Source: an optimization exercise on an open RTL-to-GDS flow (aim: small area and a short achievable clock period). Production flows keep margins and buffers that such runs may drop.
Only simulation tests tie the RTL to the original design; equivalence was not proved.
Power and IR drop assume default switching activity.

<file path="flow/design.v">
package hostBusPkg;
  typedef logic [11-1:0] addrT;
  typedef logic [16-1:0] dataT;
  typedef logic [1:0] offsetT;
  typedef enum logic [2:0] {
    MISC,
    GPIO,
    SERIAL,
    INTERP0,
    INTERP1,
    INTERP2,
    NONE
  } regionT;
  typedef struct packed {
    logic       rd;
    logic [1:0] dacIdx;
    logic [4:0] regAddr;
  } serialCmdT;
endpackage
package dspPkg;
  typedef logic signed [18-1:0] sampleT;
  typedef logic [14-1:0] dacWordT;
  typedef logic [1:0] ratioT;
endpackage
`timescale 1ns/100ps
module hostRegs (
  input  logic               ck933,
  input  logic               rstN,
  input  logic               nCs,
  input  logic               nWe,
  input  logic               nRd,
  input  hostBusPkg::addrT   addr,
  input  hostBusPkg::dataT   wrData,
  output hostBusPkg::dataT   rdData,
  input  hostBusPkg::dataT   serialRd,
  input  hostBusPkg::dataT   interpRd0,
  input  hostBusPkg::dataT   interpRd1,
  input  hostBusPkg::dataT   interpRd2,
  output logic               serialWrEn,
  output logic               interpWrEn0,
  output logic               interpWrEn1,
  output logic               interpWrEn2,
  output hostBusPkg::offsetT wrOffset,
  output logic               softReset,
  output hostBusPkg::dataT   gpioOut
);
  hostBusPkg::regionT region;
  hostBusPkg::dataT   rdMux;
  logic               wrStrobe;
  logic               rdStrobe;
  always_comb begin
    case (addr[11-1:2])
      (11'h000 >> 2):    region = hostBusPkg::MISC;
      (11'h004 >> 2):    region = hostBusPkg::GPIO;
      (11'h008 >> 2):  region = hostBusPkg::SERIAL;
      (11'h00C >> 2): region = hostBusPkg::INTERP0;
      (11'h010 >> 2): region = hostBusPkg::INTERP1;
      (11'h014 >> 2): region = hostBusPkg::INTERP2;
      default:              region = hostBusPkg::NONE;
    endcase
  end
  assign wrOffset = addr[1:0];
  assign wrStrobe = !nCs && !nWe;
  assign rdStrobe = !nCs && !nRd;
  assign serialWrEn  = wrStrobe && (region == hostBusPkg::SERIAL);
  assign interpWrEn0 = wrStrobe && (region == hostBusPkg::INTERP0);
  assign interpWrEn1 = wrStrobe && (region == hostBusPkg::INTERP1);
  assign interpWrEn2 = wrStrobe && (region == hostBusPkg::INTERP2);
  always_ff @(posedge ck933) begin
    if (!rstN) begin
      softReset <= 1'b0;
    end else begin
      softReset <= wrStrobe && (region == hostBusPkg::MISC) && (wrOffset == 2'd0);
    end
  end
  always_ff @(posedge ck933) begin
    if (!rstN || softReset) begin
      gpioOut <= 16'h0003;
    end else if (wrStrobe && (region == hostBusPkg::GPIO)) begin
      gpioOut <= wrData;
    end
  end
  always_comb begin
    rdMux = '0;
    case (region)
      hostBusPkg::MISC: begin
        if (wrOffset == 2'd1) begin
          rdMux = 16'h0A31;
        end
      end
      hostBusPkg::GPIO:    rdMux = gpioOut;
      hostBusPkg::SERIAL:  rdMux = serialRd;
      hostBusPkg::INTERP0: rdMux = interpRd0;
      hostBusPkg::INTERP1: rdMux = interpRd1;
      hostBusPkg::INTERP2: rdMux = interpRd2;
      default:             rdMux = '0;
    endcase
  end
  always_ff @(posedge ck933) begin
    if (rdStrobe) begin
      rdData <= rdMux;
    end
  end
endmodule
`timescale 1ns/100ps
module dacSerialCtrl (
  input  logic               ck933,
  input  logic               rstN,
  input  logic               softReset,
  input  logic               wrEn,
  input  hostBusPkg::offsetT wrOffset,
  input  hostBusPkg::dataT   wrData,
  output hostBusPkg::dataT   rdData,
  output logic               sclk,
  output logic [2:0]         dacNCs,
  output logic               sdioOut,
  output logic               sdioOe,
  input  logic               sdioIn
);
  typedef enum logic [1:0] {
    sIdle,
    sLoad,
    sShift,
    sEnd
  } stateT;
  stateT                  state;
  hostBusPkg::serialCmdT  cmd;
  logic [7:0]             txByte;
  logic [7:0]             rxByte;
  logic [5:0]             cnt;
  logic [3:0]             bitCnt;
  logic [1:0]             phase;
  logic [15:0]            frame;
  logic [15:0]            nextBits;
  logic [3:0]             selOneHot;
  logic                   busy;
  logic                   startFrame;
  logic                   rst;
  assign rst        = !rstN || softReset;
  assign busy       = (state != sIdle);
  assign startFrame = wrEn && (wrOffset == 2'd1) && !busy;
  assign selOneHot  = 4'b0001 << cmd.dacIdx;
  assign bitCnt     = cnt[5:2];
  assign phase      = cnt[1:0];
  assign frame = {cmd, txByte};
  always_comb begin
    for (int i = 0; i < 16; i++) begin
      nextBits[i] = (i < 15) ? frame[14 - i] : 1'b0;
    end
  end
  always_ff @(posedge ck933) begin
    if (rst) begin
      state   <= sIdle;
      cmd     <= '0;
      txByte  <= '0;
      rxByte  <= '0;
      sclk    <= 1'b0;
      dacNCs  <= 3'b111;
      sdioOut <= 1'b0;
      sdioOe  <= 1'b0;
    end else begin
      case (state)
        sIdle: begin
          if (wrEn && (wrOffset == 2'd0)) begin
            cmd <= wrData[7:0];
          end
          if (startFrame) begin
            txByte <= wrData[7:0];
            state  <= sLoad;
          end
        end
        sLoad: begin
          sdioOut <= cmd[7];
          sdioOe  <= 1'b1;
          dacNCs  <= ~selOneHot[2:0];
          state   <= sShift;
        end
        sShift: begin
          if (phase == 2'd1) begin
            sclk <= ~&dacNCs;
          end
          if (cmd.rd && bitCnt[3] && (phase == 2'd2)) begin
            rxByte <= {rxByte[6:0], sdioIn};
          end
          if (phase == 2'd3) begin
            sclk <= 1'b0;
            if (bitCnt == 4'd15) begin
              dacNCs <= 3'b111;
              sdioOe <= 1'b0;
              state  <= sEnd;
            end else begin
              sdioOut <= nextBits[bitCnt];
              if (cmd.rd && (bitCnt == 4'd7)) begin
                sdioOe <= 1'b0;
              end
            end
          end
        end
        sEnd: begin
          if (phase == 2'd1) begin
            state <= sIdle;
          end
        end
        default: state <= sIdle;
      endcase
    end
  end
  always_ff @(posedge ck933) begin
    if (state == sLoad) begin
      cnt <= '0;
    end else begin
      cnt <= cnt + 1'b1;
    end
  end
  always_comb begin
    rdData = '0;
    case (wrOffset)
      2'd0:   rdData[7:0] = cmd;
      2'd1: rdData[7:0] = txByte;
      2'd2: begin
        rdData[7:0]              = rxByte;
        rdData[8] = busy;
      end
      default: rdData = '0;
    endcase
  end
endmodule
`timescale 1ns/100ps
module interpolator (
  input  logic               ck933,
  input  logic               rstN,
  input  logic               softReset,
  input  logic               wrEn,
  input  hostBusPkg::offsetT wrOffset,
  input  hostBusPkg::dataT   wrData,
  output hostBusPkg::dataT   rdData,
  input  dspPkg::sampleT     sample,
  input  logic               sampleEn,
  output dspPkg::dacWordT    dacWord
);
  localparam int fracW = 3;
  localparam int accW  = 18 + fracW + 1;
  localparam int diffW = 18 + 1;
  dspPkg::ratioT             ratio;
  logic signed [16-1:0] offset;
  logic signed [diffW-1:0]   diff;
  dspPkg::sampleT            target;
  logic [accW-1:0]           accB;
  logic                      accTop;
  logic [diffW-1:0]          tgtP8;
  logic signed [accW-1:0]    step;
  logic [3:0]                stepsLeft;
  logic                      ramping;
  logic                      rampNext;
  logic [1:0]                ratioNext;
  logic [3:0]                stepSel;
  logic [accW+2:0]           diffX;
  logic [accW-1:0]           accNext;
  logic [diffW-1:0]          diffNext;
  logic [accW-3:0]           rndA;
  logic [accW-3:0]           rndB;
  logic [accW-3:0]           sum;
  logic signed [accW-7:0]    rounded;
  logic [14-1:0]         clipped;
  logic                      rst;
  assign rst = !rstN || softReset;
  assign ramping   = |stepSel;
  assign ratioNext = (wrEn && (wrOffset == 2'd0)) ? wrData[1:0] : ratio;
  assign rampNext  = sampleEn || (ramping && (stepsLeft != 4'd1));
  assign diffX   = {{3{diff[diffW-1]}}, diff, 3'b000};
  always_comb begin
    for (int i = 0; i < accW; i++) begin
      step[i] = (stepSel[0] & diffX[i]) | (stepSel[1] & diffX[i + 1]) |
                (stepSel[2] & diffX[i + 2]) | (stepSel[3] & diffX[i + 3]);
    end
  end
  assign accTop  = accB[accW-1] & |accB[accW-2:6];
  assign rndA    = {accTop, accB[accW-1:fracW]};
  assign rndB    = {{(accW-2-16){offset[16-1]}}, offset};
  fastAdd #(.W(accW-2)) rndAdd (.a(rndA), .b(rndB), .cin(1'b0), .s(sum));
  assign rounded = sum[accW-3:4];
  fastAdd #(.W(accW)) accAdd (.a(accB), .b(step), .cin(1'b0), .s(accNext));
  assign tgtP8 = {target[18-1], target} + diffW'(8);
  fastAdd #(.W(diffW)) diffSub (
    .a   ({sample[18-1], sample}),
    .b   (~{target[18-1], target}),
    .cin (1'b1),
    .s   (diffNext)
  );
  always_comb begin
    if (rounded[accW-7:14-1] == '0 || rounded[accW-7:14-1] == '1) begin
      clipped = {~rounded[14-1], rounded[14-2:0]};
    end else begin
      clipped = {~rounded[accW-7], {(14-1){~rounded[accW-7]}}};
    end
  end
  always_ff @(posedge ck933) begin
    if (rst) begin
      ratio     <= '0;
      offset    <= '0;
      target    <= '0;
      accB      <= accW'(64);
      stepsLeft <= '0;
      stepSel   <= '0;
      dacWord   <= 14'h2000;
    end else begin
      ratio   <= ratioNext;
      stepSel <= {4{rampNext}} & (4'b0001 << ratioNext);
      if (wrEn && (wrOffset == 2'd1)) begin
        offset <= wrData;
      end
      if (sampleEn) begin
        target    <= sample;
        accB      <= {tgtP8, 3'b000};
        stepsLeft <= 4'd1 << ratio;
      end else begin
        accB      <= accNext;
        if (ramping) begin
          stepsLeft <= stepsLeft - 1'b1;
        end
      end
      dacWord <= clipped;
    end
  end
  always_ff @(posedge ck933) begin
    if (sampleEn) begin
      diff <= diffNext;
    end
  end
  always_comb begin
    rdData = '0;
    case (wrOffset)
      2'd0:  rdData[1:0] = ratio;
      2'd1: rdData = offset;
      default:     rdData = '0;
    endcase
  end
endmodule
module fastAdd #(
  parameter int W = 22
) (
  input  logic [W-1:0] a,
  input  logic [W-1:0] b,
  input  logic         cin,
  output logic [W-1:0] s
);
  localparam int L = $clog2(W);
  logic [W-1:0] p;
  logic [W-1:0] g [L+1];
  logic [W-1:0] t [L+1];
  logic [W:0]   c;
  assign p    = a ^ b;
  assign g[0] = (a & b) | {{(W-1){1'b0}}, p[0] & cin};
  assign t[0] = p;
  for (genvar l = 0; l < L; l++) begin : gLevel
    for (genvar i = 0; i < W; i++) begin : gBit
      if ((i >> l) % 2 == 1) begin : gJoin
        localparam int j = ((i >> (l + 1)) << (l + 1)) + (1 << l) - 1;
        assign g[l+1][i] = g[l][i] | (t[l][i] & g[l][j]);
        assign t[l+1][i] = t[l][i] & t[l][j];
      end else begin : gPass
        assign g[l+1][i] = g[l][i];
        assign t[l+1][i] = t[l][i];
      end
    end
  end
  assign c = {g[L], cin};
  assign s = p ^ c[W-1:0];
endmodule
`timescale 1ns/100ps
module dacSubsystem (
  input  logic             ck933,
  input  logic             rstN,
  input  logic             nCs,
  input  logic             nWe,
  input  logic             nRd,
  input  hostBusPkg::addrT addr,
  input  hostBusPkg::dataT wrData,
  output hostBusPkg::dataT rdData,
  input  dspPkg::sampleT   sample0,
  input  dspPkg::sampleT   sample1,
  input  dspPkg::sampleT   sample2,
  input  logic             sampleEn0,
  input  logic             sampleEn1,
  input  logic             sampleEn2,
  output logic             sclk,
  output logic             dacNCs0,
  output logic             dacNCs1,
  output logic             dacNCs2,
  output logic             sdioOut,
  output logic             sdioOe,
  input  logic             sdioIn,
  output dspPkg::dacWordT  dacWord0,
  output dspPkg::dacWordT  dacWord1,
  output dspPkg::dacWordT  dacWord2,
  output logic             dacRst,
  output logic             bsyncNLock,
  output logic             demodNLock
);
  hostBusPkg::offsetT wrOffset;
  hostBusPkg::dataT   serialRd;
  hostBusPkg::dataT   interpRd0;
  hostBusPkg::dataT   interpRd1;
  hostBusPkg::dataT   interpRd2;
  hostBusPkg::dataT   gpioOut;
  logic               serialWrEn;
  logic               interpWrEn0;
  logic               interpWrEn1;
  logic               interpWrEn2;
  logic               softReset;
  logic [2:0]         dacNCs;
  hostRegs hostRegs (
    .ck933       (ck933),
    .rstN        (rstN),
    .nCs         (nCs),
    .nWe         (nWe),
    .nRd         (nRd),
    .addr        (addr),
    .wrData      (wrData),
    .rdData      (rdData),
    .serialRd    (serialRd),
    .interpRd0   (interpRd0),
    .interpRd1   (interpRd1),
    .interpRd2   (interpRd2),
    .serialWrEn  (serialWrEn),
    .interpWrEn0 (interpWrEn0),
    .interpWrEn1 (interpWrEn1),
    .interpWrEn2 (interpWrEn2),
    .wrOffset    (wrOffset),
    .softReset   (softReset),
    .gpioOut     (gpioOut)
  );
  assign dacRst     = softReset;
  assign bsyncNLock = gpioOut[0];
  assign demodNLock = gpioOut[1];
  dacSerialCtrl dacSerialCtrl (
    .ck933     (ck933),
    .rstN      (rstN),
    .softReset (softReset),
    .wrEn      (serialWrEn),
    .wrOffset  (wrOffset),
    .wrData    (wrData),
    .rdData    (serialRd),
    .sclk      (sclk),
    .dacNCs    (dacNCs),
    .sdioOut   (sdioOut),
    .sdioOe    (sdioOe),
    .sdioIn    (sdioIn)
  );
  assign dacNCs0 = dacNCs[0];
  assign dacNCs1 = dacNCs[1];
  assign dacNCs2 = dacNCs[2];
  interpolator interp0 (
    .ck933     (ck933),
    .rstN      (rstN),
    .softReset (softReset),
    .wrEn      (interpWrEn0),
    .wrOffset  (wrOffset),
    .wrData    (wrData),
    .rdData    (interpRd0),
    .sample    (sample0),
    .sampleEn  (sampleEn0),
    .dacWord   (dacWord0)
  );
  interpolator interp1 (
    .ck933     (ck933),
    .rstN      (rstN),
    .softReset (softReset),
    .wrEn      (interpWrEn1),
    .wrOffset  (wrOffset),
    .wrData    (wrData),
    .rdData    (interpRd1),
    .sample    (sample1),
    .sampleEn  (sampleEn1),
    .dacWord   (dacWord1)
  );
  interpolator interp2 (
    .ck933     (ck933),
    .rstN      (rstN),
    .softReset (softReset),
    .wrEn      (interpWrEn2),
    .wrOffset  (wrOffset),
    .wrData    (wrData),
    .rdData    (interpRd2),
    .sample    (sample2),
    .sampleEn  (sampleEn2),
    .dacWord   (dacWord2)
  );
endmodule
</file>
<file path="flow/run.sh">
#!/bin/bash
# synth_recipe.tcl (not shown) runs the flow's synth.tcl, then flattens the netlist and writes it again
# the make line also repeats each setting of config.mk as NAME=value (left out here)
make -C /OpenROAD-flow-scripts/flow DESIGN_CONFIG=/design/flow/config.mk WORK_HOME=/design/flow/orfs CLKGATE_MAP_FILE= SYNTH_SCRIPT=/design/flow/synth_recipe.tcl finish
</file>
<file path="flow/config.mk">
export PLATFORM = sky130hd
export DESIGN_NAME = dacSubsystem
export DESIGN_NICKNAME = dacSubsystem
export VERILOG_FILES = /design/flow/design.v
export SDC_FILE = /design/flow/constraint.sdc
export NUM_CORES = 4
export LEC_CHECK = 0
export ABC_AREA = 1
export CAP_MARGIN = 20
export CORE_MARGIN = 2
export CORE_UTILIZATION = 40
export SETUP_SLACK_MARGIN = 2.8
export SLEW_MARGIN = 20
</file>
<file path="flow/constraint.sdc">
create_clock -name core_clock -period 6.0 [get_ports {ck933}]
set_input_delay 1.2000 -clock core_clock [delete_from_list [all_inputs] [get_ports {ck933}]]
set_output_delay 1.2000 -clock core_clock [all_outputs]
set_load 0.01 [all_outputs]
</file>
==> results of run 1 <==
==> critical path, delay by kind of cell <==
kind | cells | cell delay, ps
AO/OA/AOI/OAI | 3 | 430
adder cells (fa/ha/maj) | 1 | 170
buffers and inverters | 3 | 620
AND/OR/NAND/NOR | 9 | 1190
==> logic make-up (layout without fill, tap and decap cells) <==
kind of cell	Yosys count	in the layout	synth area share [%]
xor+xnor	101	101	3.885
compound gates	789	789	19.10
simple gates	974	977	18.61
flops	368	368	35.56
fa+ha+maj	221	221	13.43
buf+inv	557	781	9.413
==> power by group <==
group / internal, mW / switching (mW)
sequential: 2.73 / 0.156
clock: 1.77 / 1.14
combinational: 0.555 / 0.806
total: 5.06 / 2.10
==> metrics by stage <==
stage / cells / utilization (%) / cell area, um2 / hold WS (ps) / total power, mW
final: 3993 / 48.67 / 27450 / 469.2 / 7.160
after global routing: 3993 / 48.67 / 27450 / 478.5 / 7.518
after CTS: 3962 / 48.06 / 27100 / 471.6 / 7.191
after detailed placement: 3848 / 44.51 / 25100 / 462.7 / 4.244
after global placement: 3848 / 44.51 / 25100 / 448.6 / 4.206
after floorplan: 3010 / - / 22860 / 433.2 / 3.777
==> cell usage after synthesis (all sizes together) (11+ instances only) <==
master	instances	area share (%)
buf	26	0.66
inv	467	7.7
nor2	210	3.9
nand2	496	8.4
o22ai	109	3.0
nand4	18	0.56
xor2	64	2.5
dfxtp	295	26
nor3	36	0.89
a31oi	12	0.33
o21ai	280	6.3
edfxtp	73	9.6
xnor2	37	1.4
nand3	188	4.2
a21o	11	0.36
ha	182	10
fa	39	3.4
clkbuf	59	0.97
a21oi	326	7.3
nor4	11	0.30
==> flip-flops by register name, summed over array words and instances, names as in the netlist, 8 cells and up <==
name,count
dacSerialCtrl.cmd,8
dacSerialCtrl.rxByte,8
dacSerialCtrl.txByte,8
hostRegs.gpioOut,16
hostRegs.rdData,16
interp0.accB,22
interp0.dacWord,14
interp0.diff,19
interp0.offset,16
interp0.target,18
interp1.accB,22
interp1.dacWord,14
interp1.diff,19
interp1.offset,16
interp1.target,18
interp2.accB,22
interp2.dacWord,14
interp2.diff,19
interp2.offset,16
interp2.target,18
==> per-layer routing <==
metal / up-vias / part of all wire (%) / wire (um) / track usage [%]
li1: 10510 / - / - / -
met1: 9860 / 43 / 28640 / 27.28
met2: 528 / 49 / 32740 / 39.25
met3: 148 / 4.7 / 3136 / 3.317
met4: 4 / 3.5 / 2353 / 8.354
met5: - / 0.040 / 27 / 0
==> repair_timing <==
action	CTS	global route
buffers inserted	27	29
pin swaps	16	22
cloned	4	2
gates resized for setup	57	55
endpoints found under the setup margin	128	119
==> worst min-delay path by stage <==
stage	start	to	slack, ps
after CTS	dacSerialCtrl.sclk$_SDFFE_PP0P_	dacSerialCtrl.sclk$_SDFFE_PP0P_	470
after global routing	dacSerialCtrl.sclk$_SDFFE_PP0P_	dacSerialCtrl.sclk$_SDFFE_PP0P_	480
after floorplan	dacSerialCtrl.cnt[0]$_SDFF_PN0_	dacSerialCtrl.cnt[0]$_SDFF_PN0_	430
after global placement	dacSerialCtrl.cnt[0]$_SDFF_PN0_	dacSerialCtrl.cnt[0]$_SDFF_PN0_	450
final	dacSerialCtrl.sclk$_SDFFE_PP0P_	dacSerialCtrl.sclk$_SDFFE_PP0P_	470
after detailed placement	dacSerialCtrl.sclk$_SDFFE_PP0P_	dacSerialCtrl.sclk$_SDFFE_PP0P_	460
==> area by class of cell <==
type	instances	area [um2]
clock buffer	62	1366
clock inverter	21	236.5
fill	5563	28940
inverter	472	1848
multi-input combinational	2088	12790
sequential	368	8124
tap	756	945.9
timing repair buffer	223	2115
timing repair inverter	3	15.01
==> results.cfg, run 1 <==
[run_status]
outcome = complete, no violations

[clocking]
ctsHtreeMaxLevel = 2
cts_buffers = 45
worstSkewPairLatency_ps = 590
cts_hold_buf = 0
cts_buffer_depth = 3
cts.sinks = 368
clk_pin_slew_worst_paths_ps = 70
cts_tree = built
cts-root-buf = clkbuf_16

[setup_path]
crit_end = hostRegs.rdData[15]$_DFFE_PP_
cpMostUsedCell = nor2_4
worstPathArrival_ps = 3630
crit-reg2reg-launch = interp0.stepSel[2]$_SDFF_PP0_
required_ps = 6440
r2r_end = interp0.accB[17]$_SDFF_PP0_
reg2reg_depth = 15
slowest_stage = clkdlybuf4s50_1
critPathMaxFanout = 6
r2r_slack_ps = 2940
cp-startpoint = addr[7]
crit_chain = clkdlybuf4s50_1 -> nor2_2 -> nand2_2 -> nor2_4 -> nand2_4 -> nor2_4 -> inv_4 -> ha_4 -> o21ai_4 -> nand2_2 -> nor2_4 -> nand2_4 -> buf_4 -> o22ai_1 -> a21oi_1 -> nor2_1
end_kind = flop
path_class = primary input to flop
worst_path_largest_cell_delay_ps = 410
crit_path_start_kind = primary input

[placement]
post-dp-hpwl_mm = 49.59
place_congestion = 0.9320
pre_cts_ws_ps = 1831
io_buffers = 156

[logic_synthesis]
syn_area_per_cell_um2 = 7.565
yosysWarnings = 12
yosys_most_used_dff = dfxtp_1
synth_edf_count = 73
netlist_area_mm2 = 0.02277
ys_seq_elements = 368
yosysSeqAreaShare_pct = 35.56
synth_nets = 3321
async_flop_share_pct = 0
syn_inst = 3010
synth.distinct_cells = 51

[timing]
hold_viol = 0
fmax_ghz = 0.3130
slew_headroom_pct = 35.21
fin_worst_skew_ps = 20.30
slew_violations = 0
rsz0062_at_grt = yes
min_period_ps = 3195
finalSetupTns_ps = 0
finalCritPeriodShare_pct = 53.26
tightest_slew_ps = 970.7
setup_slack_ps = 2805
setup_viol_count_final = 0

[grt]
grt_pass1_vias = 20480
grt_usage_pct = 22.22
overflow = 0
grt_max_degree = 173
grt_pass1_wl_mm = 106.2
antenna_found_initial = 2

[finish]
final_layout_size_suffix_gt1_share_pct = 8.928
final_common_cell = nand2_1
final_cell_mix = 470 x nand2_1, 438 x inv_1, 316 x a21oi_1
diodes = 0
syn2layout_area_growth_pct = 20.54
layout.nets = 3512

[detailed_routing]
drcViolationCount = 0
first_pass_iters = 6
drt-total-wl_mm = 66.89
drt_iter0_markers = 1326
vias_per_cell = 5.272
wl_per_cell_um = 16.75
ant_nets = 0
num_vias = 21050

[power_and_ir_drop]
vdd_drop_max_v = 0.0001888
p_leak_nw = 12.52
powerDensity_mw_per_mm2 = 260.9

[floorplanning]
die_w_um = 242.6
initial_core_util_pct = 40.38
io_pins = 157
dieArea_mm2 = 0.05885
coreArea_mm2 = 0.05639
num_rows = 87
die_height_um = 242.6

[hold_path]
hold_depth = 2
hold_class = flop to flop

[flow_run]
cap_viol_max_count = 0
==> run 2, diff against run 1 <==
==> flow/flow/run.sh (new file) <==
#!/bin/bash
# Standard synthesis without the full/half-adder cell mapping (registers are unchanged), then
# the standard layout; the resizer may pick any cell of the same function (not only one with
# the same footprint), and the port buffers are plain buffers.
set -euo pipefail
bash standard.sh ADDER_MAP_FILE= synth > synth.log 2>&1
bash standard.sh ADDER_MAP_FILE= MATCH_CELL_FOOTPRINT=0 "BUFFER_PORTS_ARGS=-buffer_cell sky130_fd_sc_hd__buf_1" finish > layout.log 2>&1
==> flow/standard.sh (new file) <==
#!/bin/bash
# synth_recipe.tcl (not shown) runs the flow's synth.tcl, then flattens the netlist and writes it again
# the make line also repeats each setting of config.mk as NAME=value (left out here)
make -C /OpenROAD-flow-scripts/flow DESIGN_CONFIG=/design/flow/config.mk WORK_HOME=/design/flow/orfs CLKGATE_MAP_FILE= SYNTH_SCRIPT=/design/flow/synth_recipe.tcl "${@:-finish}"
removed: flow/run.sh
==> results.cfg, run 2 <==
[timing]
finalSetupTns_ps = 0
fmax_ghz = 0.3174
min_period_ps = 3150
setup_slack_ps = 2850
finalCritPeriodShare_pct = 52.50
tightest_slew_ps = 954.3
rsz0062_at_grt = yes
hold_viol = 0
setup_viol_count_final = 0
slew_headroom_pct = 36.38
slew_violations = 0
fin_worst_skew_ps = 35.07

[finish]
top_regs = interp0.accB x22, interp1.accB x22, interp2.accB x22
syn2layout_area_growth_pct = 11.33
final_cell_mix = 983 x nand2_1, 501 x inv_1, 468 x nor2_1
nFillCells = 6107
final_common_cell = nand2_1
layout.nets = 3868
final_layout_size_suffix_gt1_share_pct = 5.244

[power_and_ir_drop]
p_leak_nw = 11.87
vdd_drop_max_v = 0.0001821
powerDensity_mw_per_mm2 = 266.5

[logic_synthesis]
yosysSeqAreaShare_pct = 34.88
yosys-top-cells-area = dfxtp_1 25%, nand2_1 16%, edfxtp_1 9.4%
synth_top_area_share_pct = 25.44
synth_nets = 3757
synth.distinct_cells = 55
async_flop_share_pct = 0
synth_top_cell_by_area = dfxtp_1
netlist_area_mm2 = 0.02322
yosysMostFrequentCell = nand2_1
synth_common_cells = 984 x nand2_1, 502 x inv_1, 469 x nor2_1
yosys_most_used_dff = dfxtp_1
syn_area_per_cell_um2 = 6.332
syn_inst = 3667
ys_seq_elements = 368
yosysWarnings = 12
synth_edf_count = 73

[setup_path]
worstPathArrival_ps = 3620
critPathTopFamily = buffers and inverters
path_class = primary input to flop
required_ps = 6460
crit_path_start_kind = primary input
worst_path_largest_cell_delay_ps = 610
r2r_slack_ps = 3200
crit-reg2reg-launch = interp2.stepSel[3]$_SDFF_PP0_
cp.depth = 9
end_kind = flop
crit_chain = buf_1 -> nor2_1 -> clkinvlp_4 -> buf_4 -> nor2_1 -> inv_1 -> nor3_2 -> inv_1 -> a211oi_1
cp_num_buf_inv = 5
r2r_end = interp2.accB[17]$_SDFF_PP0_
reg2reg_depth = 14
critPathMaxFanout = 12
slowest_stage = nor2_1

[detailed_routing]
num_vias = 22500
ant_nets = 0
wl_per_cell_um = 14.48
drt_iter0_markers = 1602
vias_per_cell = 4.913
first_pass_iters = 5
drt-total-wl_mm = 66.31
drcViolationCount = 0

[grt]
grt_max_degree = 95
antenna_found_initial = 3
overflow = 0
grt_usage_pct = 21.76
grt_pass1_wl_mm = 105.1
grt_pass1_vias = 20060

[flow_run]
cap_viol_max_count = 0

[clocking]
cts_buffers = 44
cts-root-buf = clkbuf_16
cts_buffer_depth = 3
worstSkewPairLatency_ps = 590
clk_pin_slew_worst_paths_ps = 50
ctsHtreeMaxLevel = 2
cts.sinks = 368
cts_tree = built
cts_hold_buf = 0

[placement]
post-dp-hpwl_mm = 49.98
place_congestion = 0.9479
pre_cts_ws_ps = 2224
io_buffers = 156

[floorplanning]
die_w_um = 244.9
dieArea_mm2 = 0.05999
initial_core_util_pct = 40.32
die_height_um = 244.9
io_pins = 157
num_rows = 88
coreArea_mm2 = 0.05759

[hold_path]
worstHoldStart = dacSerialCtrl.cnt[0]$_SDFF_PN0_
whs_endpoint = dacSerialCtrl.cnt[0]$_SDFF_PN0_
hold_class = flop to flop
hold_depth = 1

[run_status]
outcome = complete, no violations
-- run 2: final cells by class --
cell class / count / area, um2 / share of cell area (%)
multi-input combinational: 2672 / 12610 / 48.79
sequential: 368 / 8098 / 31.33
inverter: 522 / 1966 / 7.604
clock buffer: 68 / 1383 / 5.349
tap: 765 / 957.2 / 3.703
timing repair buffer: 170 / 694.4 / 2.686
clock inverter: 14 / 136.4 / 0.5276
antenna: 1 / 2.502 / 0.009681
-- run 2: cell families (layout without fill, tap and decap cells) --
group           Yosys count  count (layout)  share of synthesized area, %
simple gates           1813            1813                         32.12
compound gates          737             737                         17.51
buf+inv                 627             774                         10.89
flops                   368             368                         34.88
xor+xnor                122             122                         4.602
other cells               0               1                             0
-- run 2: worst max-delay path by stage --
stage               slack, ps                           endpoint       start
global route             2720     interp2.offset[4]$_SDFFE_PP0P_         nCs
CTS                      2840     interp0.offset[9]$_SDFFE_PP0P_     addr[5]
detailed placement       2220     interp0.offset[4]$_SDFFE_PP0P_     addr[5]
global placement         2280    interp0.offset[13]$_SDFFE_PP0P_     addr[5]
floorplan                3220         interp2.diff[18]$_DFFE_PP_  sample2[2]
finish                   2850  dacSerialCtrl.cmd[6]$_SDFFE_PP0P_         nCs
-- run 2: report_power, final --
| group | switching [mW] | leakage, nW | internal, mW | total [mW] |
|---|---|---|---|---|
| logic | 0.792 | 8.00 | 0.393 | 1.18 |
| registers | 0.176 | 3.13 | 2.74 | 2.91 |
| clock network | 1.11 | 0.742 | 1.68 | 2.79 |
-- run 2: repair_timing --
action | CTS | global route
setup endpoints to repair | 0 | 73
buffers inserted | 0 | 2
gates resized for setup | 0 | 4
-- run 2: stage by stage --
step	power (mW)	util (%)	std cells	hold slack [ps]	cell area (um2)
global placement	4.142	42.19	4495	425.7	24300
CTS	6.951	44.83	4577	442.4	25810
floorplan	3.818	-	3667	413.2	23220
finish	6.888	44.89	4580	439.0	25850
detailed placement	4.147	42.19	4495	434.9	24300
global route	7.272	44.89	4579	476.3	25850
-- run 2: layer usage --
layer / track usage (%) / vias up / share of wire [%]
li1: - / 12010 / -
met1: 30.19 / 9912 / 48
met2: 34.27 / 480 / 43
met3: 4.363 / 98 / 6.5
met4: 5.954 / 6 / 2.4
met5: 0 / - / 0.051
==> run 3, diff against run 2 <==
--- a/flow/config.mk
+++ b/flow/config.mk
@@ -10,4 +10,4 @@
 export CORE_MARGIN = 2
 export CORE_UTILIZATION = 40
-export SETUP_SLACK_MARGIN = 2.8
+export SETUP_SLACK_MARGIN = 3.7
 export SLEW_MARGIN = 20
==> results.cfg, run 3 <==
[logic_synthesis]
synth.distinct_cells = 55
synth_common_cells = 984 x nand2_1, 502 x inv_1, 469 x nor2_1
netlist_area_mm2 = 0.02322
synth_top_area_share_pct = 25.44
ys_seq_elements = 368
synth_top_cell_by_area = dfxtp_1
synth_nets = 3757
yosysWarnings = 12
yosysMostFrequentCell = nand2_1
async_flop_share_pct = 0
synth_edf_count = 73
yosys-top-cells-area = dfxtp_1 25%, nand2_1 16%, edfxtp_1 9.4%
syn_area_per_cell_um2 = 6.332
syn_inst = 3667
yosysSeqAreaShare_pct = 34.88
yosys_most_used_dff = dfxtp_1

[finish]
final_cell_mix = 935 x nand2_1, 468 x inv_1, 368 x nor2_1
final_layout_size_suffix_gt1_share_pct = 17.83
multi_input_area_mm2 = 0.01401
syn2layout_area_growth_pct = 22.62
nFillCells = 5853
final_common_cell = nand2_1
layout.nets = 3954
ff_latch_area_mm2 = 0.008224
top_regs = interp0.accB x22, interp1.accB x22, interp2.accB x22

[timing]
hold_viol = 0
finalCritPeriodShare_pct = 40.76
fin_worst_skew_ps = 21.57
setup_slack_ps = 3554
slew_violations = 0
setup_viol_count_final = 0
fmax_ghz = 0.4089
min_period_ps = 2446
finalSetupTns_ps = 0
tightest_slew_ps = 822.5
rsz0062_at_grt = yes
slew_headroom_pct = 45.17

[power_and_ir_drop]
power_frac_clock_pct = 41.3
vdd_drop_max_v = 0.0001996
powerDensity_mw_per_mm2 = 256.5
p_sw_mw = 2.236
power_frac_comb_pct = 18.9
p_seq_share_pct = 39.9
p_leak_nw = 12.82
netSwitchingFraction_pct = 30.63
p_int_mw = 5.066

[clocking]
cts.sinks = 368
ctsHtreeMaxLevel = 2
worstSkewPairLatency_ps = 600
cts_tree = built
clk_pin_slew_worst_paths_ps = 60
cts_buffer_depth = 3
cts-root-buf = clkbuf_16
cts_buffers = 45

[floorplanning]
coreArea_mm2 = 0.05759
num_rows = 88
initial_core_util_pct = 40.32
io_pins = 157
dieArea_mm2 = 0.05999
die_w_um = 244.9
die_height_um = 244.9

[grt]
grt_pass1_wl_mm = 108.4
grt_usage_pct = 22.20
antenna_found_initial = 0
grt_pass1_vias = 21040
grt_max_degree = 152
overflow = 0

[detailed_routing]
wl_per_cell_um = 15.06
first_pass_iters = 6
drcViolationCount = 0
vias_per_cell = 5.033
num_vias = 23490
drt_iter0_markers = 1744
ant_nets = 0
drt-total-wl_mm = 70.25

[run_status]
outcome = complete, no violations

[setup_path]
worst_path_largest_cell_delay_ps = 480
critPathTopFamily = flip-flops
end_kind = output pin
critPathMaxFanout = 1
cp_num_buf_inv = 1
required_ps = 4800
path_class = flop to output pin
crit_chain = buf_1
cp-startpoint = hostRegs.rdData[13]$_DFFE_PP_
crit-reg2reg-launch = interp1.offset[11]$_SDFFE_PP0P_
crit_path_start_kind = flop
worstPathArrival_ps = 1250
r2r_slack_ps = 3810
slowest_stage = edfxtp_1

[hold_path]
hold_class = flop to flop
worstHoldStart = dacSerialCtrl.cnt[0]$_SDFF_PN0_

[flow_run]
cap_viol_max_count = 0

[placement]
io_buffers = 156
place_congestion = 0.9566
pre_cts_ws_ps = 2307
post-dp-hpwl_mm = 49.39
[run 3: changes by cell type in the layout (fill, tap and decap cells not counted), moves of 35 or more]
cell and delta:
buf_1 -42, buf_4 +58, dfxtp_1 -57, dfxtp_2 +35
nand2_1 -48, nor2_1 -100, nor2_2 +63, nor2_4 +37
o21ai_0 -70, o21ai_2 +36
[run 3: power groups by stage]
stage | registers, mW | logic (mW) | clock network, mW
2_1_floorplan | 2.92 | 0.932 | 0
3_3_place_gp | 2.96 | 1.22 | 0
3_5_place_dp | 2.96 | 1.23 | 0
4_1_cts | 2.91 | 1.27 | 3.08
5_1_grt | 2.94 | 1.55 | 3.17
6_report | 2.91 | 1.38 | 3.02
[run 3: what timing repair did]
action / 4_1_cts / 5_1_grt
hold buffers: 0 / 0
resized for setup: 120 / 333
pin swaps: 30 / 100
cloned: 4 / 7
buffers inserted: 22 / 55
setup endpoints to repair: 214 / 258
[run 3: final cells by class]
cell class | instances | share of cell area, %
Tap cell | 765 | 3.362
Inverter | 522 | 7.282
Antenna cell | 2 | 0.01758
Sequential cell | 368 | 28.89
Timing Repair Buffer | 248 | 5.471
Clock inverter | 25 | 1.138
Clock buffer | 57 | 4.592
Timing Repair inverter | 1 | 0.03076
Multi-Input combinational cell | 2678 | 49.22
[run 3: worst reg2reg max path, cell delays in order (launching register included)]
cell and delay, ps:
dfxtp_2 360, or2_1 250, nand2_1 100, nor2_1 60
nand2_1 80, nand2_1 110, a21oi_4 160, nand2_4 90
nand3_1 80, nand2_1 70, or2_4 250, nand2_4 70
nand2_4 140, a21oi_1 260
[run 3: per-layer routing]
metal	wire length [um]	up-vias	global-route usage, %	part of all wire, %
met5	0	-	0	0
li1	-	12190	-	-
met2	31740	626	36.41	45
met1	31740	10530	29.34	45
met3	4533	133	3.696	6.5
met4	2232	0	8.016	3.2
[run 3: through the flow]
| stage | total power, mW | util, % | instances | hold WS [ps] | area (um2) |
|---|---|---|---|---|---|
| 2_1_floorplan | 3.855 | - | 3667 | 413.2 | 23830 |
| 3_3_place_gp | 4.184 | 43.13 | 4494 | 428.5 | 24840 |
| 3_5_place_dp | 4.191 | 43.13 | 4494 | 437.1 | 24840 |
| 4_1_cts | 7.256 | 46.95 | 4602 | 451.6 | 27030 |
| 5_1_grt | 7.658 | 49.43 | 4664 | 476.9 | 28470 |
| 6_report | 7.303 | 49.44 | 4666 | 451.8 | 28470 |
[run 3: final timing paths]
| path | cells after the start | end |
|---|---|---|
| worst max-delay path | 1 | rdData[13] |
| worst min-delay path | 1 | dacSerialCtrl.cnt[0]$_SDFF_PN0_ |
| worst max register to register | 13 | interp1.dacWord[0]$_SDFF_PP0_ |
| worst min register to register | 1 | dacSerialCtrl.cnt[0]$_SDFF_PN0_ |
[run 3: kinds of logic (layout without fill, tap and decap cells)]
| kind of cell | count (synthesis) | after routing | synth area share [%] |
|---|---|---|---|
| xor gates and xnor gates | 122 | 122 | 4.602 |
| DFF | 368 | 368 | 34.88 |
| and+or+nand+nor | 1813 | 1819 | 32.12 |
| buffers and inverters | 627 | 853 | 10.89 |
| other | 0 | 2 | 0 |
| AOI/OAI and AO/OA | 737 | 737 | 17.51 |
==> run 4, diff against run 3 <==
--- a/flow/config.mk
+++ b/flow/config.mk
@@ -10,4 +10,4 @@
 export CORE_MARGIN = 2
 export CORE_UTILIZATION = 40
-export SETUP_SLACK_MARGIN = 3.7
+export SETUP_SLACK_MARGIN = 3.3
 export SLEW_MARGIN = 20
==> results.cfg, run 4 <==
[setup_path]
crit-reg2reg-launch = interp2.offset[15]$_SDFFE_PP0P_
required_ps = 6410
critPathMaxFanout = 9
r2r_end = interp2.dacWord[0]$_SDFF_PP0_
path_class = primary input to flop
worstPathArrival_ps = 3060
reg2reg_depth = 14
crit_path_start_kind = primary input
end_kind = flop
r2r_slack_ps = 3520

[logic_synthesis]
yosysMostFrequentCell = nand2_1
syn_area_per_cell_um2 = 6.332
synth_nets = 3757
yosysWarnings = 12
synth.distinct_cells = 55
netlist_area_mm2 = 0.02322
synth_top_area_share_pct = 25.44
synth_top_cell_by_area = dfxtp_1
yosysSeqAreaShare_pct = 34.88
synth_common_cells = 984 x nand2_1, 502 x inv_1, 469 x nor2_1
ys_seq_elements = 368
synth_edf_count = 73
async_flop_share_pct = 0
yosys_most_used_dff = dfxtp_1
yosys-top-cells-area = dfxtp_1 25%, nand2_1 16%, edfxtp_1 9.4%
syn_inst = 3667

[timing]
slew_violations = 0
setup_viol_count_final = 0
fin_worst_skew_ps = 31.47
whs_ps = 441.3
tightest_slew_ps = 821.9
finalCritPeriodShare_pct = 44.24
hold_viol = 0
finalSetupTns_ps = 0
slew_headroom_pct = 45.20
fmax_ghz = 0.3767
rsz0062_at_grt = yes
min_period_ps = 2654

[power_and_ir_drop]
powerDensity_mw_per_mm2 = 265.2
power_mw = 6.935
p_leak_nw = 12.00
vdd_drop_max_v = 0.0001996

[finish]
top_regs = interp0.accB x22, interp1.accB x22, interp2.accB x22
layout.nets = 3881
final_cell_area_mm2 = 0.02615
final_cell_mix = 981 x nand2_1, 492 x inv_1, 458 x nor2_1
final_layout_size_suffix_gt1_share_pct = 6.799
final_common_cell = nand2_1
post-route-util_pct = 45.41
syn2layout_area_growth_pct = 12.62

[clocking]
cts_hold_buf = 0
cts.sinks = 368
cts-root-buf = clkbuf_16
cts_tree = built
clk_pin_slew_worst_paths_ps = 60
cts_buffers = 45
cts_buffer_depth = 3
ctsHtreeMaxLevel = 2
worstSkewPairLatency_ps = 590

[grt]
antenna_found_initial = 8
overflow = 0
grt_pass1_wl_mm = 106.8
grt_max_degree = 102
grt_usage_pct = 22.12
grt_pass1_vias = 20430

[detailed_routing]
ant_nets = 0
drcViolationCount = 0
num_vias = 22760
first_pass_iters = 6
drt-total-wl_mm = 67.55
wl_per_cell_um = 14.71
vias_per_cell = 4.956
drt_iter0_markers = 1405

[floorplanning]
die_height_um = 244.9
die_w_um = 244.9
num_rows = 88
dieArea_mm2 = 0.05999
initial_core_util_pct = 40.32
coreArea_mm2 = 0.05759
io_pins = 157

[hold_path]
worstHoldStart = dacSerialCtrl.cnt[0]$_SDFF_PN0_
hold_class = flop to flop
hold_depth = 1
whs_endpoint = dacSerialCtrl.cnt[0]$_SDFF_PN0_

[run_status]
outcome = complete, no violations

[flow_run]
cap_viol_max_count = 0

[placement]
place_congestion = 0.9553
placed_cell_area_mm2 = 0.02430
io_buffers = 156
post-dp-hpwl_mm = 49.99
[run 4: logic make-up (layout without fill, tap and decap cells)]
group | Yosys count | count (layout) | synth area share, %
buffers and inverters | 627 | 784 | 10.89
and+or+nand+nor | 1813 | 1813 | 32.12
DFF | 368 | 368 | 34.88
xor gates and xnor gates | 122 | 122 | 4.602
AOI/OAI and AO/OA | 737 | 737 | 17.51
other | 0 | 4 | 0
[run 4: where the power goes]
group	internal [mW]	leakage (nW)	switching [mW]
sequential	2.74	3.14	0.180
clock	1.67	0.764	1.14
combinational	0.403	8.10	0.805
[run 4: critical path, stage by stage]
cell and delay, ps:
buf_1 100, nor2_4 160, nand2_1 120, nor2_4 170, nand2_1 80, nor2_1 590
inv_1 220, o21ai_0 230, a31oi_1 90, o221ai_1 110
[run 4: how the worst max path moves through the flow]
stage                                      endpoint  cells past startpoint  startpoint  slack, ps
2_1_floorplan            interp2.diff[18]$_DFFE_PP_                     14  sample2[2]       3290
3_3_place_gp        interp0.offset[12]$_SDFFE_PP0P_                     11     addr[5]       2170
3_5_place_dp         interp0.offset[4]$_SDFFE_PP0P_                     11     addr[5]       2090
4_1_cts        dacSerialCtrl.txByte[3]$_SDFFE_PP0P_                     11     addr[5]       3300
5_1_grt               interp1.stepSel[2]$_SDFF_PP0_                     16     addr[5]       3280
6_report              hostRegs.rdData[11]$_DFFE_PP_                     10     addr[5]       3350
[run 4: layout make-up]
class,count,area (um2)
fill,6168,31440
multi-input combinational,2672,12720
sequential,368,8115
inverter,522,1981
clock buffer,64,1404
tap,765,957.2
timing repair buffer,180,818.3
clock inverter,16,123.9
timing repair inverter,2,15.01
antenna,4,10.01
[run 4: what timing repair did]
item                                    CTS  global route
cloned                                    2             0
setup buffers                             4            10
pin swaps                                 0             2
resized for setup                        19            41
endpoints found under the setup margin  118           133
[run 4: through the flow]
| stage | cells | worst slack, ps |
|---|---|---|
| floorplan | 3667 | 3285 |
| global placement | 4493 | 2171 |
| finish | 4593 | 3346 |
| detailed placement | 4493 | 2089 |
| CTS | 4579 | 3300 |
| global route | 4592 | 3282 |
[run 4: metal layers]
layer  vias up  track usage (%)  routed length (um)
met5         -                0                  67
met4        10            6.654                1630
met3       117            3.969                4056
met2       512            34.80               29070
met1     10100            30.79               32720
li1      12020                -                   -
==> run 5, diff against run 4 <==
--- a/flow/design.v
+++ b/flow/design.v
@@ -45,31 +45,33 @@
   output hostBusPkg::dataT   gpioOut
 );
-  hostBusPkg::regionT region;
+  logic               hiZero;
+  logic               selMisc;
+  logic               selGpio;
+  logic               selSerial;
+  logic               selInterp0;
+  logic               selInterp1;
+  logic               selInterp2;
   hostBusPkg::dataT   rdMux;
   logic               wrStrobe;
   logic               rdStrobe;
-  always_comb begin
-    case (addr[11-1:2])
-      (11'h000 >> 2):    region = hostBusPkg::MISC;
-      (11'h004 >> 2):    region = hostBusPkg::GPIO;
-      (11'h008 >> 2):  region = hostBusPkg::SERIAL;
-      (11'h00C >> 2): region = hostBusPkg::INTERP0;
-      (11'h010 >> 2): region = hostBusPkg::INTERP1;
-      (11'h014 >> 2): region = hostBusPkg::INTERP2;
-      default:              region = hostBusPkg::NONE;
-    endcase
-  end
+  assign hiZero     = (addr[11-1:5] == '0);
+  assign selMisc    = hiZero && (addr[4:2] == 3'(11'h000 >> 2));
+  assign selGpio    = hiZero && (addr[4:2] == 3'(11'h004 >> 2));
+  assign selSerial  = hiZero && (addr[4:2] == 3'(11'h008 >> 2));
+  assign selInterp0 = hiZero && (addr[4:2] == 3'(11'h00C >> 2));
+  assign selInterp1 = hiZero && (addr[4:2] == 3'(11'h010 >> 2));
+  assign selInterp2 = hiZero && (addr[4:2] == 3'(11'h014 >> 2));
   assign wrOffset = addr[1:0];
   assign wrStrobe = !nCs && !nWe;
   assign rdStrobe = !nCs && !nRd;
-  assign serialWrEn  = wrStrobe && (region == hostBusPkg::SERIAL);
-  assign interpWrEn0 = wrStrobe && (region == hostBusPkg::INTERP0);
-  assign interpWrEn1 = wrStrobe && (region == hostBusPkg::INTERP1);
-  assign interpWrEn2 = wrStrobe && (region == hostBusPkg::INTERP2);
+  assign serialWrEn  = wrStrobe && selSerial;
+  assign interpWrEn0 = wrStrobe && selInterp0;
+  assign interpWrEn1 = wrStrobe && selInterp1;
+  assign interpWrEn2 = wrStrobe && selInterp2;
   always_ff @(posedge ck933) begin
     if (!rstN) begin
       softReset <= 1'b0;
     end else begin
-      softReset <= wrStrobe && (region == hostBusPkg::MISC) && (wrOffset == 2'd0);
+      softReset <= wrStrobe && selMisc && (wrOffset == 2'd0);
     end
   end
@@ -77,24 +79,14 @@
     if (!rstN || softReset) begin
       gpioOut <= 16'h0003;
-    end else if (wrStrobe && (region == hostBusPkg::GPIO)) begin
+    end else if (wrStrobe && selGpio) begin
       gpioOut <= wrData;
     end
   end
-  always_comb begin
-    rdMux = '0;
-    case (region)
-      hostBusPkg::MISC: begin
-        if (wrOffset == 2'd1) begin
-          rdMux = 16'h0A31;
-        end
-      end
-      hostBusPkg::GPIO:    rdMux = gpioOut;
-      hostBusPkg::SERIAL:  rdMux = serialRd;
-      hostBusPkg::INTERP0: rdMux = interpRd0;
-      hostBusPkg::INTERP1: rdMux = interpRd1;
-      hostBusPkg::INTERP2: rdMux = interpRd2;
-      default:             rdMux = '0;
-    endcase
-  end
+  assign rdMux = ({16{selMisc && (wrOffset == 2'd1)}} & 16'h0A31) |
+                 ({16{selGpio}}    & gpioOut)   |
+                 ({16{selSerial}}  & serialRd)  |
+                 ({16{selInterp0}} & interpRd0) |
+                 ({16{selInterp1}} & interpRd1) |
+                 ({16{selInterp2}} & interpRd2);
   always_ff @(posedge ck933) begin
     if (rdStrobe) begin
@@ -278,9 +270,9 @@
   assign rndA    = {accTop, accB[accW-1:fracW]};
   assign rndB    = {{(accW-2-16){offset[16-1]}}, offset};
-  fastAdd #(.W(accW-2)) rndAdd (.a(rndA), .b(rndB), .cin(1'b0), .s(sum));
+  bkAdd #(.W(accW-2)) rndAdd (.a(rndA), .b(rndB), .cin(1'b0), .s(sum));
   assign rounded = sum[accW-3:4];
-  fastAdd #(.W(accW)) accAdd (.a(accB), .b(step), .cin(1'b0), .s(accNext));
+  bkAdd #(.W(accW)) accAdd (.a(accB), .b(step), .cin(1'b0), .s(accNext));
   assign tgtP8 = {target[18-1], target} + diffW'(8);
-  fastAdd #(.W(diffW)) diffSub (
+  bkAdd #(.W(diffW)) diffSub (
     .a   ({sample[18-1], sample}),
     .b   (~{target[18-1], target}),
@@ -368,4 +360,39 @@
   assign s = p ^ c[W-1:0];
 endmodule
+module bkAdd #(
+  parameter int W = 20
+) (
+  input  logic [W-1:0] a,
+  input  logic [W-1:0] b,
+  input  logic         cin,
+  output logic [W-1:0] s
+);
+  localparam int L = $clog2(W);
+  logic [W-1:0] p;
+  logic [W-1:0] g;
+  logic [W-1:0] t;
+  always_comb begin
+    p = a ^ b;
+    g = (a & b) | {{(W-1){1'b0}}, p[0] & cin};
+    t = p;
+    for (int l = 0; l < L; l++) begin
+      for (int i = 0; i < W; i++) begin
+        if (((i + 1) % (1 << (l + 1))) == 0) begin
+          g[i] = g[i] | (t[i] & g[i - (1 << l)]);
+          t[i] = t[i] & t[i - (1 << l)];
+        end
+      end
+    end
+    for (int l = L - 2; l >= 0; l--) begin
+      for (int i = 0; i < W; i++) begin
+        if ((((i + 1) % (1 << (l + 1))) == (1 << l)) && (i >= (1 << (l + 1)))) begin
+          g[i] = g[i] | (t[i] & g[i - (1 << l)]);
+          t[i] = t[i] & t[i - (1 << l)];
+        end
+      end
+    end
+    s = p ^ {g[W-2:0], cin};
+  end
+endmodule
 `timescale 1ns/100ps
 module dacSubsystem (
--- a/flow/config.mk
+++ b/flow/config.mk
@@ -10,4 +10,4 @@
 export CORE_MARGIN = 2
 export CORE_UTILIZATION = 40
-export SETUP_SLACK_MARGIN = 3.3
+export SETUP_SLACK_MARGIN = 3.5
 export SLEW_MARGIN = 20
==> results.cfg, run 5 <==
[run_status]
outcome = complete, no violations

[logic_synthesis]
ys_seq_elements = 368
synthSimpleGateAreaFrac_pct = 30.31
synth_top_family_by_area = simple AND/OR/NAND/NOR gates
synth_top_area_share_pct = 26.02
synth_top_cell_by_area = dfxtp_1
synth_common_cells = 907 x nand2_1, 483 x inv_1, 407 x nor2_1
yosys-top-cells-area = dfxtp_1 26%, nand2_1 15%, edfxtp_1 9.7%
synth_fa_ha_area_share_pct = 0
synth_edf_count = 73
netlist_area_mm2 = 0.02269
syn_area_per_cell_um2 = 6.506
yosys-mux-area-fraction_pct = 0
synth_nets = 3578
async_flop_share_pct = 0
yosys_most_used_dff = dfxtp_1
yosysWarnings = 6
synth.distinct_cells = 60
syn_inst = 3488
yosysSeqAreaShare_pct = 35.68
synth_xor_area_share_pct = 4.819
yosysMostFrequentCell = nand2_1
synth_compound_area_share_pct = 18.13

[timing]
finalCritPeriodShare_pct = 43.03
tightest_slew_ps = 1104
setup_slack_ps = 3419
fin_worst_skew_ps = 18.15
hold_viol = 0
rsz0062_at_grt = yes
fmax_ghz = 0.3874
min_period_ps = 2582
slew_headroom_pct = 26.43
setup_viol_count_final = 0
slew_violations = 0
finalSetupTns_ps = 0

[finish]
syn2layout_area_growth_pct = 15.64
final_cell_area_mm2 = 0.02624
post-route-util_pct = 46.63
top_regs = interp0.accB x22, interp1.accB x22, interp2.accB x22
final_cell_mix = 889 x nand2_1, 465 x inv_1, 381 x nor2_1
layout.nets = 3735
final_common_cell = nand2_1
final_layout_size_suffix_gt1_share_pct = 10.84
diodes = 0

[floorplanning]
dieArea_mm2 = 0.05866
num_rows = 87
die_height_um = 242.2
initial_core_util_pct = 40.33
io_pins = 157
coreArea_mm2 = 0.05628
die_w_um = 242.2

[clocking]
cts_hold_buf = 0
worstSkewPairLatency_ps = 600
clk_pin_slew_worst_paths_ps = 60
ctsHtreeMaxLevel = 2
cts.sinks = 368
cts-root-buf = clkbuf_16
cts_buffers = 44
cts_buffer_depth = 3
cts_tree = built

[detailed_routing]
drcViolationCount = 0
wl_per_cell_um = 14.37
dr_wl_met3_mm = 3.243
wl_met2_mm = 28.63
drt_iter0_markers = 1567
drt-total-wl_mm = 63.75
ant_nets = 0
first_pass_iters = 6
num_vias = 21760
vias_per_cell = 4.904
m1WireLength_mm = 30.13
dr.max_layer_used = met5

[setup_path]
crit_chain = buf_1 -> nor2_4 -> nand2_1 -> nor3_4 -> buf_4 -> inv_4 -> nor3_4 -> buf_4 -> inv_4 -> o22ai_1 -> a21oi_1 -> o221ai_1
r2r_slack_ps = 3750
worstPathArrival_ps = 2980
path_class = primary input to flop
crit_path_start_kind = primary input
worst_path_largest_cell_delay_ps = 230
critPathMaxFanout = 12
slowest_stage = nor3_4
end_kind = flop
required_ps = 6390

[grt]
grt_pass1_wl_mm = 102.0
grt_usage_pct = 21.19
overflow = 0
grt_max_degree = 110
grt_pass1_vias = 19790
antenna_found_initial = 1

[placement]
placed_cell_area_mm2 = 0.02401
io_buffers = 156
post-dp-hpwl_mm = 47.26
pre_cts_ws_ps = 2444
place_congestion = 0.9091

[hold_path]
hold_class = flop to flop

[power_and_ir_drop]
vdd_drop_max_v = 0.0001622
p_leak_nw = 11.77
powerDensity_mw_per_mm2 = 262.0

[flow_run]
cap_viol_max_count = 0
-- run 5: cell types whose count changed in the layout (fill, tap and decap cells not counted), sizes merged, moves of 9 or more --
cell / before / now
a21oi: 357 / 315
buf: 177 / 203
clkbuf: 67 / 76
inv: 515 / 502
nand2: 1021 / 952
nand3: 196 / 159
nor2: 491 / 441
nor3: 56 / 33
o21ai: 263 / 284
o21bai: 3 / 12
o22ai: 21 / 43
-- run 5: report_power, final --
group | total [mW] | internal (mW) | switching (mW)
Combinational | 1.14 | 0.407 | 0.734
Sequential | 2.89 | 2.72 | 0.173
Clock | 2.84 | 1.71 | 1.13
Total | 6.87 | 4.84 | 2.03
-- run 5: cells by family (layout without fill, tap and decap cells) --
| kind of cell | Yosys count | in the layout |
|---|---|---|
| buf+inv | 611 | 801 |
| simple gates | 1648 | 1651 |
| flops | 368 | 368 |
| compound gates | 737 | 737 |
| xor+xnor | 124 | 124 |
-- run 5: timing repair --
action	CTS	global route
hold endpoints to repair	0	0
gates resized for setup	19	92
buffers inserted	7	36
setup endpoints to repair	115	171
gates cloned	4	0
pin swaps	9	25
-- run 5: stage by stage --
stage | total power [mW] | instances | hold slack [ps]
floorplan | 3.741 | 3488 | 413.4
CTS | 6.902 | 4401 | 450.1
global route | 7.228 | 4437 | 459.4
finish | 6.874 | 4437 | 447.6
global placement | 4.027 | 4308 | 423.0
detailed placement | 4.034 | 4308 | 432.8
-- run 5: metal layers --
metal / vias to the layer above / GRT usage, %
li1: 11550 / -
met1: 9671 / 28.60
met2: 439 / 34.76
met3: 100 / 3.656
met4: 2 / 6.082
met5: - / 0
-- run 5: layout make-up --
type                            count  area [um2]
Clock buffer                       68        1335
Clock inverter                     14       209.0
Fill cell                        5852       30040
Inverter                          507        1939
Multi-Input combinational cell   2512       12600
Sequential cell                   368        8148
Tap cell                          756       945.9
Timing Repair Buffer              211        1060
Timing Repair inverter              1       5.005
-- run 5: worst paths after layout --
kind,from,endpoint,cells after the start
setup / recovery,addr[6],hostRegs.rdData[8]$_DFFE_PP_,12
hold reg to reg,dacSerialCtrl.cnt[0]$_SDFF_PN0_,dacSerialCtrl.cnt[0]$_SDFF_PN0_,1
setup reg to reg,interp1.target[1]$_SDFFE_PP0P_,interp1.diff[11]$_DFFE_PP_,13
hold / removal,dacSerialCtrl.cnt[0]$_SDFF_PN0_,dacSerialCtrl.cnt[0]$_SDFF_PN0_,1
-- run 5: worst max-delay path: cells and delay by family --
family          cells  cell delay, ps
compound gates      3             560
buf+inv             5             600
simple gates        4             600
==> run 6, diff against run 5 <==
--- a/flow/config.mk
+++ b/flow/config.mk
@@ -9,5 +9,6 @@
 export CAP_MARGIN = 20
 export CORE_MARGIN = 2
-export CORE_UTILIZATION = 40
+export CORE_UTILIZATION = 55
+export PLACE_DENSITY = 0.7
 export SETUP_SLACK_MARGIN = 3.5
 export SLEW_MARGIN = 20
==> results.cfg, run 6 <==
[hold_path]
hold_class = flop to flop

[flow_run]
cap_viol_max_count = 0

[floorplanning]
num_rows = 74
die_w_um = 207.1
dieArea_mm2 = 0.04290
die_height_um = 207.1
initial_core_util_pct = 55.71
io_pins = 157
coreArea_mm2 = 0.04074

[finish]
final_layout_size_suffix_gt1_share_pct = 11.81
layout.nets = 3739
nFillCells = 3730
diodes = 0
final_cell_mix = 876 x nand2_1, 467 x inv_1, 373 x nor2_1
top_regs = interp0.accB x22, interp1.accB x22, interp2.accB x22
final_common_cell = nand2_1
multi_input_area_mm2 = 0.01267
syn2layout_area_growth_pct = 15.49
post-route-util_pct = 64.33
ff_latch_area_mm2 = 0.008149

[clocking]
cts_tree = built
worstSkewPairLatency_ps = 590
cts_buffers = 43
clk_pin_slew_worst_paths_ps = 60
cts-root-buf = clkbuf_16
ctsHtreeMaxLevel = 2
cts.sinks = 368
cts_buffer_depth = 3

[setup_path]
worstPathArrival_ps = 2990
crit_path_start_kind = primary input
crit-reg2reg-launch = interp1.diff[5]$_DFFE_PP_
crit_end = dacSerialCtrl.txByte[2]$_SDFFE_PP0P_
critPathMaxFanout = 6
reg2reg_depth = 16
cp-startpoint = addr[7]
path_class = primary input to flop
end_kind = flop
r2r_end = interp1.accB[21]$_SDFF_PP0_
required_ps = 6450
r2r_slack_ps = 3650

[grt]
grt_usage_pct = 29.02
overflow = 0
antenna_found_initial = 0
grt_max_degree = 170
grt_pass1_wl_mm = 103.3
grt_pass1_vias = 20710

[detailed_routing]
num_vias = 22800
wl_per_cell_um = 15.31
drt_iter0_markers = 2165
vias_per_cell = 5.408
drt-total-wl_mm = 64.57
first_pass_iters = 5
ant_nets = 0
drcViolationCount = 0

[logic_synthesis]
ys_seq_elements = 368
syn_inst = 3488
synth_top_cell_by_area = dfxtp_1
yosysMostFrequentCell = nand2_1
yosysWarnings = 6
synth_common_cells = 907 x nand2_1, 483 x inv_1, 407 x nor2_1
synth.distinct_cells = 60
yosys_most_used_dff = dfxtp_1
syn_area_per_cell_um2 = 6.506
synth_edf_count = 73
synth_nets = 3578
yosys-top-cells-area = dfxtp_1 26%, nand2_1 15%, edfxtp_1 9.7%
synth_top_area_share_pct = 26.02
yosysSeqAreaShare_pct = 35.68
netlist_area_mm2 = 0.02269
async_flop_share_pct = 0

[placement]
place_congestion = 0.9410
io_buffers = 156
post-dp-hpwl_mm = 46.83

[timing]
rsz0062_at_grt = yes
hold_viol = 0
slew_violations = 0
fmax_ghz = 0.3927
min_period_ps = 2546
setup_viol_count_final = 0
slew_headroom_pct = 48.31
whs_ps = 446.8
finalCritPeriodShare_pct = 42.44
fin_worst_skew_ps = 16.68
tightest_slew_ps = 775.3
finalSetupTns_ps = 0

[power_and_ir_drop]
powerDensity_mw_per_mm2 = 266.1
p_leak_nw = 11.85
vdd_drop_max_v = 0.0002517

[run_status]
outcome = complete, no violations
-- run 6: cell counts after synthesis --
Identical to the previous run, type by type.
-- run 6: cell type report --
cell class                 instances  share of cell area, %
clock inverter                    18                  1.045
tap                              532                  2.540
multi-input combinational       2512                  48.33
clock buffer                      62                  5.056
sequential                       368                  31.09
inverter                         507                  7.395
timing repair buffer             215                  4.497
timing repair inverter             2                0.04774
-- run 6: report_power, final --
part,total (mW),internal [mW],switching [mW],leakage [nW]
Sequential,2.90,2.72,0.175,3.14
Clock,2.92,1.81,1.12,0.776
Combinational,1.16,0.409,0.749,7.94
-- run 6: worst max-delay path: stages --
cell and delay, ps:
buf_6 90, nor2_4 100, nand2_2 80, nor3_4 310, inv_4 110, nor3_4 250, inv_4 90, nor4_4 260
buf_4 180, clkinvlp_4 170, nand2_1 100, a21oi_1 60
-- run 6: what timing repair did --
action / CTS / global route
hold buffers: 0 / 0
gates resized for setup: 28 / 123
hold endpoints to repair: 0 / 0
pin swaps: 9 / 33
gates cloned: 4 / 2
buffers inserted: 16 / 30
endpoints found under the setup margin: 140 / 142
-- run 6: worst min-delay path by stage --
stage                                          from                         endpoint  depth (start not counted)
floorplan           dacSerialCtrl.cnt[0]$_SDFF_PN0_  dacSerialCtrl.cnt[0]$_SDFF_PN0_                          1
global placement    dacSerialCtrl.cnt[0]$_SDFF_PN0_  dacSerialCtrl.cnt[0]$_SDFF_PN0_                          1
detailed placement  dacSerialCtrl.cnt[0]$_SDFF_PN0_  dacSerialCtrl.cnt[0]$_SDFF_PN0_                          1
CTS                 dacSerialCtrl.cnt[0]$_SDFF_PN0_  dacSerialCtrl.cnt[0]$_SDFF_PN0_                          1
global route        dacSerialCtrl.cnt[0]$_SDFF_PN0_  dacSerialCtrl.cnt[0]$_SDFF_PN0_                          1
finish              dacSerialCtrl.cnt[0]$_SDFF_PN0_  dacSerialCtrl.cnt[0]$_SDFF_PN0_                          1
-- run 6: kinds of logic after synthesis --
kind of cell	after synthesis	synth area share, %
buffers and inverters	611	11.06
AO/OA/AOI/OAI	737	18.13
AND/OR/NAND/NOR	1648	30.31
XOR/XNOR	124	4.819
flip-flops	368	35.68
-- run 6: stage by stage --
stage | area (um2) | setup slack [ps] | power (mW) | instances
6_report | 26210 | 3454 | 6.975 | 4216
5_1_grt | 26210 | 3388 | 7.283 | 4216
4_1_cts | 25570 | 3502 | 6.959 | 4184
3_5_place_dp | 23730 | 2463 | 4.033 | 4084
3_3_place_gp | 23730 | 2594 | 4.002 | 4084
2_1_floorplan | 23030 | 3214 | 3.741 | 3488
-- run 6: routing by layer --
layer	GRT usage (%)	part of all wire (%)
met1	39.30	44
met2	46.76	46
met3	4.715	6.6
met4	10.64	3.5
met5	0	0
==> run 7, diff against run 6 <==
--- a/flow/config.mk
+++ b/flow/config.mk
@@ -10,4 +10,6 @@
 export CORE_MARGIN = 2
 export CORE_UTILIZATION = 55
+export CTS_CLUSTER_DIAMETER = 80
+export CTS_CLUSTER_SIZE = 22
 export PLACE_DENSITY = 0.7
 export SETUP_SLACK_MARGIN = 3.5
==> results.cfg, run 7 <==
[run_status]
outcome = complete, no violations

[timing]
finalCritPeriodShare_pct = 42.66
hold_viol = 0
fmax_ghz = 0.3907
min_period_ps = 2560
rsz0062_at_grt = yes
slew_violations = 0
tightest_slew_ps = 765.4
finalSetupTns_ps = 0
fin_worst_skew_ps = 27.18
setup_slack_ps = 3440
setup_viol_count_final = 0
slew_headroom_pct = 48.97

[finish]
syn2layout_area_growth_pct = 12.20
final_cell_mix = 879 x nand2_1, 466 x inv_1, 375 x nor2_1
final_layout_size_suffix_gt1_share_pct = 10.98
layout.nets = 3724
top_regs = interp0.accB x22, interp1.accB x22, interp2.accB x22
final_common_cell = nand2_1
diodes = 0

[placement]
post-dp-hpwl_mm = 46.83
io_buffers = 156
place_congestion = 0.9410
pre_cts_ws_ps = 2463

[logic_synthesis]
synth_common_cells = 907 x nand2_1, 483 x inv_1, 407 x nor2_1
synth_top_cell_by_area = dfxtp_1
synth_edf_count = 73
yosysMostFrequentCell = nand2_1
ys_seq_elements = 368
synth.distinct_cells = 60
yosysSeqAreaShare_pct = 35.68
async_flop_share_pct = 0
yosysWarnings = 6
yosys-top-cells-area = dfxtp_1 26%, nand2_1 15%, edfxtp_1 9.7%
syn_inst = 3488
yosys_most_used_dff = dfxtp_1
syn_area_per_cell_um2 = 6.506
netlist_area_mm2 = 0.02269
synth_nets = 3578
synth_top_area_share_pct = 26.02

[grt]
grtUsageMet2_pct = 46.25
grt_usage_pct = 28.45
grt_pass1_wl_mm = 102.0
grt_max_degree = 170
use_met3_pct = 3.548
grt.met1_usage_pct = 39.24
overflow = 0
antenna_found_initial = 0
grt_pass1_vias = 20450
grt.busiest_layer = met2

[floorplanning]
die_height_um = 207.1
initial_core_util_pct = 55.71
die_w_um = 207.1
coreArea_mm2 = 0.04074
dieArea_mm2 = 0.04290
io_pins = 157
num_rows = 74

[detailed_routing]
drt_iter0_markers = 2001
vias_per_cell = 5.406
drt-total-wl_mm = 63.84
num_vias = 22630
wl_per_cell_um = 15.25
ant_nets = 0
drcViolationCount = 0
first_pass_iters = 5

[setup_path]
critPathMaxFanout = 6
path_class = primary input to flop
crit-reg2reg-launch = interp1.diff[5]$_DFFE_PP_
worstPathArrival_ps = 3020
end_kind = flop
crit_path_start_kind = primary input
cp-startpoint = addr[7]
required_ps = 6460
reg2reg_depth = 16

[power_and_ir_drop]
powerDensity_mw_per_mm2 = 232.1
p_leak_nw = 11.50
vdd_drop_max_v = 0.0001800

[clocking]
cts_buffers = 25
cts_tree = built
ctsHtreeMaxLevel = 1
cts.sinks = 368
cts-root-buf = clkbuf_16
cts_buffer_depth = 3
clk_pin_slew_worst_paths_ps = 90
cts_hold_buf = 0
worstSkewPairLatency_ps = 600

[hold_path]
hold_class = flop to flop
worstHoldStart = dacSerialCtrl.cnt[0]$_SDFF_PN0_
hold_depth = 1

[flow_run]
cap_viol_max_count = 0
==> run 7: cell count changes in the layout (fill, tap and decap cells not counted), moves of 4 or more <==
cell       change
bufinv_16      -6
dfxtp_2        +4
o21ai_0        +5
nand2_2        -4
clkbuf_16     -23
==> run 7: kinds of logic after synthesis <==
logic type / share of synthesized area (%)
and+or+nand+nor: 30.31
DFF: 35.68
AOI/OAI and AO/OA: 18.13
xor gates and xnor gates: 4.819
buffers and inverters: 11.06
==> run 7: metal layers <==
metal  share of wire [%]  vias to the layer above
met5                   0                        -
met4                 3.5                        0
met3                 6.3                      131
met2                  46                      715
met1                  44                    10270
li1                    -                    11510
==> run 7: repair_timing <==
| item | in CTS | in global routing |
|---|---|---|
| pin swaps | 9 | 31 |
| buffers inserted | 16 | 33 |
| gates cloned | 4 | 2 |
| endpoints found under the setup margin | 137 | 155 |
| resized for setup | 25 | 112 |
==> run 7: cell type report <==
type	instances	area [um2]
Clock buffer	33	696.9
Fill cell	3816	15280
Inverter	507	1938
Sequential cell	368	8150
Timing Repair inverter	2	12.51
Tap cell	532	665.6
Timing Repair Buffer	218	1210
Clock inverter	13	158.9
Multi-Input combinational cell	2512	12630
==> run 7: worst max-delay path, stage by stage <==
cell,delay [ps]
buf_6,100
nor2_4,90
nand2_2,70
nor3_4,340
inv_4,110
nor3_4,250
inv_4,90
nor4_4,260
buf_4,180
clkinvlp_4,170
nand2_1,100
a21oi_1,50
==> run 7: through the flow <==
| step | util [%] | cell area (um2) | power, mW | cells | hold slack [ps] |
|---|---|---|---|---|---|
| after floorplan | - | 23030 | 3.741 | 3488 | 413.4 |
| after global placement | 58.25 | 23730 | 4.002 | 4084 | 422.5 |
| after detailed placement | 58.25 | 23730 | 4.033 | 4084 | 431.8 |
| after CTS | 60.92 | 24820 | 5.887 | 4150 | 452.3 |
| after global routing | 62.50 | 25460 | 6.205 | 4185 | 467.2 |
| final | 62.50 | 25460 | 5.909 | 4185 | 453.6 |
==> run 7: path summary, 6_finish.rpt <==
path	to	slack [ps]
setup / recovery	dacSerialCtrl.txByte[2]$_SDFFE_PP0P_	3440
hold / removal	dacSerialCtrl.cnt[0]$_SDFF_PN0_	450
setup reg to reg	interp1.accB[21]$_SDFF_PP0_	3630
hold reg to reg	dacSerialCtrl.cnt[0]$_SDFF_PN0_	450
==> run 7: report_power, final <==
part | leakage, nW | switching (mW) | total, mW | internal [mW]
clock network | 0.414 | 0.993 | 1.86 | 0.869
registers | 3.14 | 0.173 | 2.89 | 2.72
logic | 7.95 | 0.749 | 1.16 | 0.409
